Context: an optimization exercise on an open-source flow, tuned for small area. The choices shown serve that exercise and are no tape-out recipe. Only simulation tests tie the RTL to the original design; equivalence was not proved. Power figures rest on the tool's default switching activity, not on a simulated workload.

Setup of oak:
==> flow/design.v (excerpt) <==
module hni_data_buffer #(
    parameter int                               num_entries = 8,
    parameter logic [hni_dbf_pkg::NODEID_W-1:0] node_id     = 7'h12
) (
    input  logic                                  clk,
    input  logic                                  rst,
    input  hni_dbf_pkg::alloc_t                   alloc,
    input  logic                                  rxdat_valid,
    input  hni_dbf_pkg::dat_flit_t                rxdat_flit,
    input  logic                                  retire_valid,
    input  logic [$clog2(num_entries)-1:0]        retire_idx,
    input  logic                                  wdat_en,
    input  logic [$clog2(num_entries)-1:0]        wdat_idx,
    input  logic                                  rdat_en,
    input  logic [$clog2(num_entries)-1:0]        rdat_idx,
    input  hni_dbf_pkg::txdat_cmd_t               txdat_cmd,
    input  logic [hni_dbf_pkg::AXID_W-1:0]        rid,
    input  logic [hni_dbf_pkg::AXI_DATA_W-1:0]    rdata,
    input  logic [1:0]                            rresp,
    input  logic                                  rlast,
    input  logic                                  rvalid,
    output logic                                  rready,
    output logic [hni_dbf_pkg::AXI_DATA_W-1:0]    wdata,
    output logic [hni_dbf_pkg::AXI_STRB_W-1:0]    wstrb,
    output logic                                  wlast,
    output logic                                  wvalid,
    input  logic                                  wready,
    output logic                                  w_done,
    output hni_dbf_pkg::rbeat_t                   rbeat,
    output logic                                  txdat_valid,
    output hni_dbf_pkg::dat_flit_t                txdat_flit
);
clock: 7.5 ns
lec_check: 0
cap_margin: 20
cell_pad_in_sites_detail_placement: 1
cell_pad_in_sites_global_placement: 1
core_margin: 2
core_utilization: 30
cts_buf_list: sky130_fd_sc_hd__clkbuf_8
cts_cluster_diameter: 50
cts_cluster_size: 14
place_density: 0.45
slew_margin: 20
standard.sh (not shown) runs the stock make flow with config.mk's settings and CLKGATE_MAP_FILE= SYNTH_SCRIPT=/design/flow/synth_recipe.tcl, a recipe that flattens the netlist after the stock synthesis.
==> flow/flow/run.sh <==
#!/bin/bash
# The standard layout (the standard.sh) with these changes:
#  - synthesis is the standard flow's synthesis script unchanged except that ABC maps the
#    combinational logic with flow/abc_area.script (an area-oriented mapping);
#    flip-flop mapping, flattening and renaming are untouched, so the registers
#    are the standard synthesis's;
#  - flow/remap.py then rewrites nand2(a22oi(a,b,c,d), nand2(e,f)) as
#    inv(a222oi(a,b,c,d,e,f)) in the synthesised netlist (same function, less
#    area; combinational cells only);
#  - the ports get the smallest buffer (sky130_fd_sc_hd__buf_1);
#  - clock tree synthesis adds no dummy loads (sink clusters of at most 14 within 50 um).
# Each tool's output goes to a log file in this folder (and ORFS's own logs).
set -euo pipefail
work=$PWD
res=$work/orfs/results/$FLOW_PLATFORM/hni_data_buffer/base
sed "s#log_cmd abc {\*}\$abc_args#log_cmd abc {*}[lreplace \$abc_args 1 1 $work/flow/abc_area.script]#" \
    "$FLOW_HOME/scripts/synth.tcl" > "$work/synth_area.tcl"
grep -q "abc_area.script" "$work/synth_area.tcl"
sed "s#\$::env(SCRIPTS_DIR)/synth.tcl#$work/synth_area.tcl#" synth_recipe.tcl > "$work/synth_recipe_area.tcl"
grep -q "synth_area.tcl" "$work/synth_recipe_area.tcl"
export BUFFER_PORTS_ARGS="-buffer_cell sky130_fd_sc_hd__buf_1"
export CTS_ARGS="-sink_clustering_enable -repair_clock_nets -dont_use_dummy_load -sink_clustering_size 14 -sink_clustering_max_diameter 50 -buf_list {sky130_fd_sc_hd__clkbuf_8}"
bash standard.sh SYNTH_SCRIPT="$work/synth_recipe_area.tcl" "$res/1_2_yosys.v" > standard_synth.log 2>&1
cp "$res/1_2_yosys.v" "$work/1_2_yosys.pre_remap.v"
python3 flow/remap.py "$work/1_2_yosys.pre_remap.v" "$res/1_2_yosys.v" > remap.log 2>&1
bash standard.sh SYNTH_SCRIPT="$work/synth_recipe_area.tcl" finish > standard.log 2>&1
Other scripts of this flow, unchanged in this note and not shown: flow/flow/abc_area.script, flow/flow/remap.py
oak ran to completion and came out clean on the timing, DRC and antenna checks.
## Diff of input files: maple against oak
- a deleted CTS_CLUSTER_DIAMETER that had been 50
- a change of CTS_BUF_LIST from sky130_fd_sc_hd__clkbuf_8 to sky130_fd_sc_hd__clkbuf_8 sky130_fd_sc_hd__clkbuf_16
- a deleted CTS_CLUSTER_SIZE that had been 14
diff --git a/flow/flow/run.sh b/flow/flow/run.sh
--- a/flow/flow/run.sh
+++ b/flow/flow/run.sh
@@ -11 +11 @@
-#  - clock tree synthesis adds no dummy loads (sink clusters of at most 14 within 50 um).
+#  - clock tree synthesis adds no dummy loads.
@@ -22 +22 @@
-export CTS_ARGS="-sink_clustering_enable -repair_clock_nets -dont_use_dummy_load -sink_clustering_size 14 -sink_clustering_max_diameter 50 -buf_list {sky130_fd_sc_hd__clkbuf_8}"
+export CTS_ARGS="-sink_clustering_enable -repair_clock_nets -dont_use_dummy_load -buf_list {sky130_fd_sc_hd__clkbuf_8 sky130_fd_sc_hd__clkbuf_16}"
==> comparison <==
The cell count on maple is in line with that on oak. The faster design of the two is maple; oak tops out lower. Re portion of total power attributed to combinational logic: oak was higher than maple. Final period utilization ended up 1.8 points lower on maple than on oak. Looking at clock skew across both flows, maple is the stronger of the two, with oak trailing. In maple, the number of buffers inserted during clock tree synthesis came out 25 below the value in oak. Taking oak as the reference point, the relative contribution of sequential cells to total power of maple falls by 4.5 points.

[re-timing with driven ports]
How much do the figures lean on ideal ports? The routed layouts below were timed once more, with nothing changed but the port constraints. Step 1 sets driving cells, clkbuf_16 on the clock port and buf_2 on the other inputs (assumed; they add their load-dependent delay and slew). Step 2 moves the port delays by t, midway between the first and last clock arrival at a register: inputs arrive t later, outputs are due t later. That takes back most of the time a late clock gives input paths. a / b / c = no drivers / after step 1 / after step 2; a / b = the first two.
| run | t (ns) | slack for setup (ns) | clock arrival spread, ns | worst slew at a driven data input, ns | cell pins on the clock port's net |
|---|---|---|---|---|---|
| oak | 1.065 | 0.734 / 0.634 / 0.933 | 0.106 / 0.106 | 0.17 | 1 |
| maple | 0.908 | 0.868 / 0.766 / 0.991 | 0.076 / 0.077 | 0.18 | 1 |
After both steps setup and hold are still met in every run listed.
